What follows belongs to an exercise in optimizing a design on an open flow for small area and a short achievable clock period; a production flow would make more cautious choices.
Function was checked by simulation only, so behaviour that the tests miss may differ from the original.
Power is estimated from default activity; no workload was simulated.

== run A ==
==> flow/design.v (excerpt) <==
module stack_alu #(
  parameter int DEPTH = 256,
  parameter int WIDTH = 4
) (
  input  logic             clk,
  input  logic             rst_n,
  input  logic [2:0]       opcode,
  input  logic [WIDTH-1:0] input_data,
  output logic [WIDTH-1:0] output_data,
  output logic             empty,
  output logic             full,
  output logic             overflow
);
Size in the first run: roughly 2300 cells after synthesis, ~16 I/O pins, ~0.040 mm2 of cells after synthesis.
Settings: LEC_CHECK=0, ABC_CLOCK_PERIOD_IN_PS=2500, CAP_MARGIN=30, CORE_MARGIN=2, CORE_UTILIZATION=40, CTS_CLUSTER_DIAMETER=80, CTS_CLUSTER_SIZE=30, SETUP_SLACK_MARGIN=4.75, SLEW_MARGIN=30, SYNTH_HIERARCHICAL=1, SYNTH_MINIMUM_KEEP_SIZE=0; clock period 7.5 ns.
run.sh (not shown) runs the stock make flow with config.mk's settings and CLKGATE_MAP_FILE= SYNTH_SCRIPT=/design/flow/synth_recipe.tcl, a recipe that flattens the netlist after the stock synthesis.
## Diff of input files: run B against run A
Settings: CTS_CLUSTER_SIZE: 30 -> 50; CTS_CLUSTER_DIAMETER: 80 -> 60; SETUP_SLACK_MARGIN: 4.75 -> 4.88.
- Run B finished every step from synthesis to the final layout, and the layout passed the timing, DRC and antenna checks.
- Diff run A -> run B | maximum fanout along the worst path | decrease of 33
- For the sum of buffers and inverters on the critical path, run B came in 1 lower than run A did.
- Delta (run B minus run A): buffer share of cell area increased 0.49 points; number of signal-net buffers in the layout increased 28%; relative area change from synthesis to final layout increased 2.7 points.
- Run B vs. run A: number of buffers inserted during clock tree synthesis rose about 35%, utilization rose 1.1 points, fmax rose 1.9 MHz, sequential cell area in the final layout about even.
- Of run A and run B, run B shows the higher summed area of non-filler cells in the final layout, with run A below it.
Here is what was changed in the inputs of run C compared with run B.
Settings: a change of CTS_CLUSTER_DIAMETER from 60 to 80; a change of CORE_UTILIZATION from 40 to 55; a change of CTS_CLUSTER_SIZE from 50 to 30.
### Flow results
- Met1 layer wirelength in the final routing: run B vs run C, no meaningful difference
- Sequential share of layout area (lower): run B
- Total core area: run C < run B
- Run C and run B ended up with nearly the same area taken by multi-input logic gates.
- In run C, the clock latency reported for the late side of the worst-skew pair came out 0.05 ns below the value in run B.
- Routed length on met3: run C < run B
- Run B has a higher number of clock buffers inserted by TritonCTS than run C.
- Run C vs run B: worst hold slack after final layout up
- Area growth from synthesis to final layout ends up lower on run C.
- Run C: count of clock-buffer cells in the layout is 9 lower than what run B reported.
- Compared run C vs run B, and power share of the combinational group is up in run C.
> inputs changed (run C -> run D)
Settings: swapping 55 for 40 in CORE_UTILIZATION; putting CTS_BUF_LIST at sky130_fd_sc_hd__clkbuf_8 sky130_fd_sc_hd__clkbuf_16 where nothing was set.
### Flow results
- Run D ended with every stage complete and zero timing, DRC or antenna violations.
- Per the comparison of run D with run C, horizontal extent of the die saw an increase, post-placement cell count climbed 330, maximum clock frequency level.
--- input diff run D..run E ---
Settings: CTS_BUF_LIST no longer set, was sky130_fd_sc_hd__clkbuf_8 sky130_fd_sc_hd__clkbuf_16.
Findings:
- Aggregate global routing overflow: run D vs run E, no meaningful difference
- Run E against run D: clock network fraction of total power went up by 0.2 points, final worst-path setup slack was more or less identical.


run 1:
stack_alu again, from the RTL that the note above started with.
Settings: LEC_CHECK=0, ABC_CLOCK_PERIOD_IN_PS=2500, CAP_MARGIN=30, CORE_MARGIN=2, CORE_UTILIZATION=40, CTS_CLUSTER_DIAMETER=80, CTS_CLUSTER_SIZE=30, SETUP_SLACK_MARGIN=5.0, SLEW_MARGIN=30, SYNTH_HIERARCHICAL=1, SYNTH_MINIMUM_KEEP_SIZE=0; clock period 7.5 ns.
The flow did not stop early for run 1: all stages ran, and the layout cleared the timing, DRC and antenna checks.
### run 1 -> run 2
==> flow/config.mk <==
export PLATFORM = sky130hd
export DESIGN_NAME = stack_alu
export DESIGN_NICKNAME = stack_alu
export VERILOG_FILES = /design/flow/design.v
export SDC_FILE = /design/flow/constraint.sdc
export NUM_CORES = 4
export LEC_CHECK = 0
export ABC_CLOCK_PERIOD_IN_PS = 2500
export CAP_MARGIN = 20
export CORE_MARGIN = 2
export CORE_UTILIZATION = 40
export CTS_CLUSTER_DIAMETER = 80
export CTS_CLUSTER_SIZE = 30
export SETUP_SLACK_MARGIN = 4.88
export SLEW_MARGIN = 20
export SYNTH_HIERARCHICAL = 1
export SYNTH_MINIMUM_KEEP_SIZE = 0
[summary]
Run 2 gives more slack of the critical path than run 1 did.
Min routed wire length across run 2 and run 1: run 2
The internal portion of total power number comes out lower for run 2 vs run 1.
Compare run 2 and run 1 | slew at the pin with the worst max-slew slack higher: run 2
Against run 1, total met2 wirelength after detailed routing in run 2 fell by a few percent.
Cmp run 2 and run 1 / wire length per cell after detailed routing / lower: run 2
Changes observed in run 2 relative to run 1: sequential cell area neither gained nor lost much, critical path depth picked up an extra 1.
Setup changes, run 2 to run 3
==> flow/config.mk <==
export PLATFORM = sky130hd
export DESIGN_NAME = stack_alu
export DESIGN_NICKNAME = stack_alu
export VERILOG_FILES = /design/flow/design.v
export SDC_FILE = /design/flow/constraint.sdc
export NUM_CORES = 4
export LEC_CHECK = 0
export ABC_CLOCK_PERIOD_IN_PS = 2500
export CAP_MARGIN = 30
export CORE_MARGIN = 2
export CORE_UTILIZATION = 40
export CTS_CLUSTER_DIAMETER = 80
export CTS_CLUSTER_SIZE = 30
export PLACE_DENSITY = 0.75
export SETUP_SLACK_MARGIN = 4.88
export SLEW_MARGIN = 30
export SYNTH_HIERARCHICAL = 1
export SYNTH_MINIMUM_KEEP_SIZE = 0
--- outcome ---
- Run 3 reached the end of the flow, and the finished layout is clean on the timing, DRC and antenna checks.
- Comparing run 3 with run 2, the final area came out essentially unchanged.
- Run 3 and run 2 ended up with nearly the same power density relative to cell area.
- Status: number of cells on the worst reg-to-reg path parity (run 2, run 3)
- Run comparison: run 2 critical path startpoint nempty_o; run 3 critical path startpoint full_o
- Run 3 -> run 2: synthesized area delta 0, exact match
- Diff run 3 and run 2: met2 global-route usage lower in run 3
- Stage delay of the slowest cell on the critical path: run 3 higher than run 2
- Summary — hold slack, run 3 relative to run 2: higher, by 0.024 ns.
- From run 3 to run 2, flop and latch count out of synthesis did not move at all.
- Re sequential share of layout area: run 3 and run 2 aren't equal, and the lower value belongs to run 2.
- Power after layout went down slightly going from run 2 to run 3.
- The higher signal arrival time at the worst endpoint of run 3 and run 2 is in run 3.


Starting RTL as in the previous note.
export LEC_CHECK = 0
export ABC_CLOCK_PERIOD_IN_PS = 2500
export CAP_MARGIN = 30
export CORE_MARGIN = 2
export CORE_UTILIZATION = 40
export CTS_CLUSTER_DIAMETER = 80
export CTS_CLUSTER_SIZE = 30
export SETUP_SLACK_MARGIN = 4.88
export SLEW_MARGIN = 30
export SYNTH_HIERARCHICAL = 1
export SYNTH_MINIMUM_KEEP_SIZE = 0
export TNS_END_PERCENT = 10
create_clock -name core_clock -period 7.5 [get_ports {clk}]
Next try:
--- a/flow/config.mk
+++ b/flow/config.mk
@@ -12,7 +12,7 @@
 export CTS_CLUSTER_DIAMETER = 80
 export CTS_CLUSTER_SIZE = 30
+export GPL_TIMING_DRIVEN = 0
 export SETUP_SLACK_MARGIN = 4.88
 export SLEW_MARGIN = 30
 export SYNTH_HIERARCHICAL = 1
 export SYNTH_MINIMUM_KEEP_SIZE = 0
-export TNS_END_PERCENT = 10
Result: The new run produced a clean layout. Global-route usage fell by 0.12 points. Worst hold slack got worse by 0.046 ns. Clock-buffer cell count went up by 6. Synthesized cell count stays the same.

-- what the ideal ports hide --
No port has a modelled driver above. Below, the same layouts with a new extraction and two added sets of constraints. Step 1 sets driving cells, clkbuf_16 on the clock port and buf_2 on the other inputs (assumed; they add their load-dependent delay and slew). Step 2 adds t to the input delays and takes it off the output delays; t is the mean of the earliest and latest rising clock arrival at the registers after step 1. Input paths then give back, and output paths get back, about the clock's delay inside the block. Slacks: no drivers / after step 1 / after step 2; pairs: no drivers / after step 1.
run	t, ns	setup slack, ns	worst hold slack (ns)	slew at the worst register clock pin (ns)
run A	0.688	4.781 / 4.749 / 4.143	0.534 / 0.534 / 0.534	0.11 / 0.11
run B	0.728	4.795 / 4.724 / 4.309	0.526 / 0.526 / 0.526	0.11 / 0.11
run C	0.676	4.833 / 4.770 / 4.289	0.535 / 0.535 / 0.535	0.12 / 0.12
run D	0.690	4.831 / 4.758 / 4.326	0.527 / 0.527 / 0.527	0.11 / 0.11
run E	0.690	4.831 / 4.758 / 4.326	0.523 / 0.523 / 0.523	0.11 / 0.11
run 1	0.682	4.814 / 4.742 / 4.403	0.530 / 0.530 / 0.530	0.11 / 0.11
run 2	0.689	4.821 / 4.752 / 4.241	0.526 / 0.526 / 0.526	0.12 / 0.12
run 3	0.688	4.747 / 4.671 / 4.237	0.550 / 0.550 / 0.550	0.12 / 0.12
the first run of note 3	0.691	4.742 / 4.671 / 4.164	0.534 / 0.534 / 0.534	0.11 / 0.11
the second run of note 3	0.683	4.813 / 4.748 / 4.216	0.488 / 0.488 / 0.488	0.12 / 0.12
After both steps every run listed still meets setup and hold. For run A, which loses most, drivers alone change the setup slack by -0.032 ns; drivers and shift together by -0.638 ns.
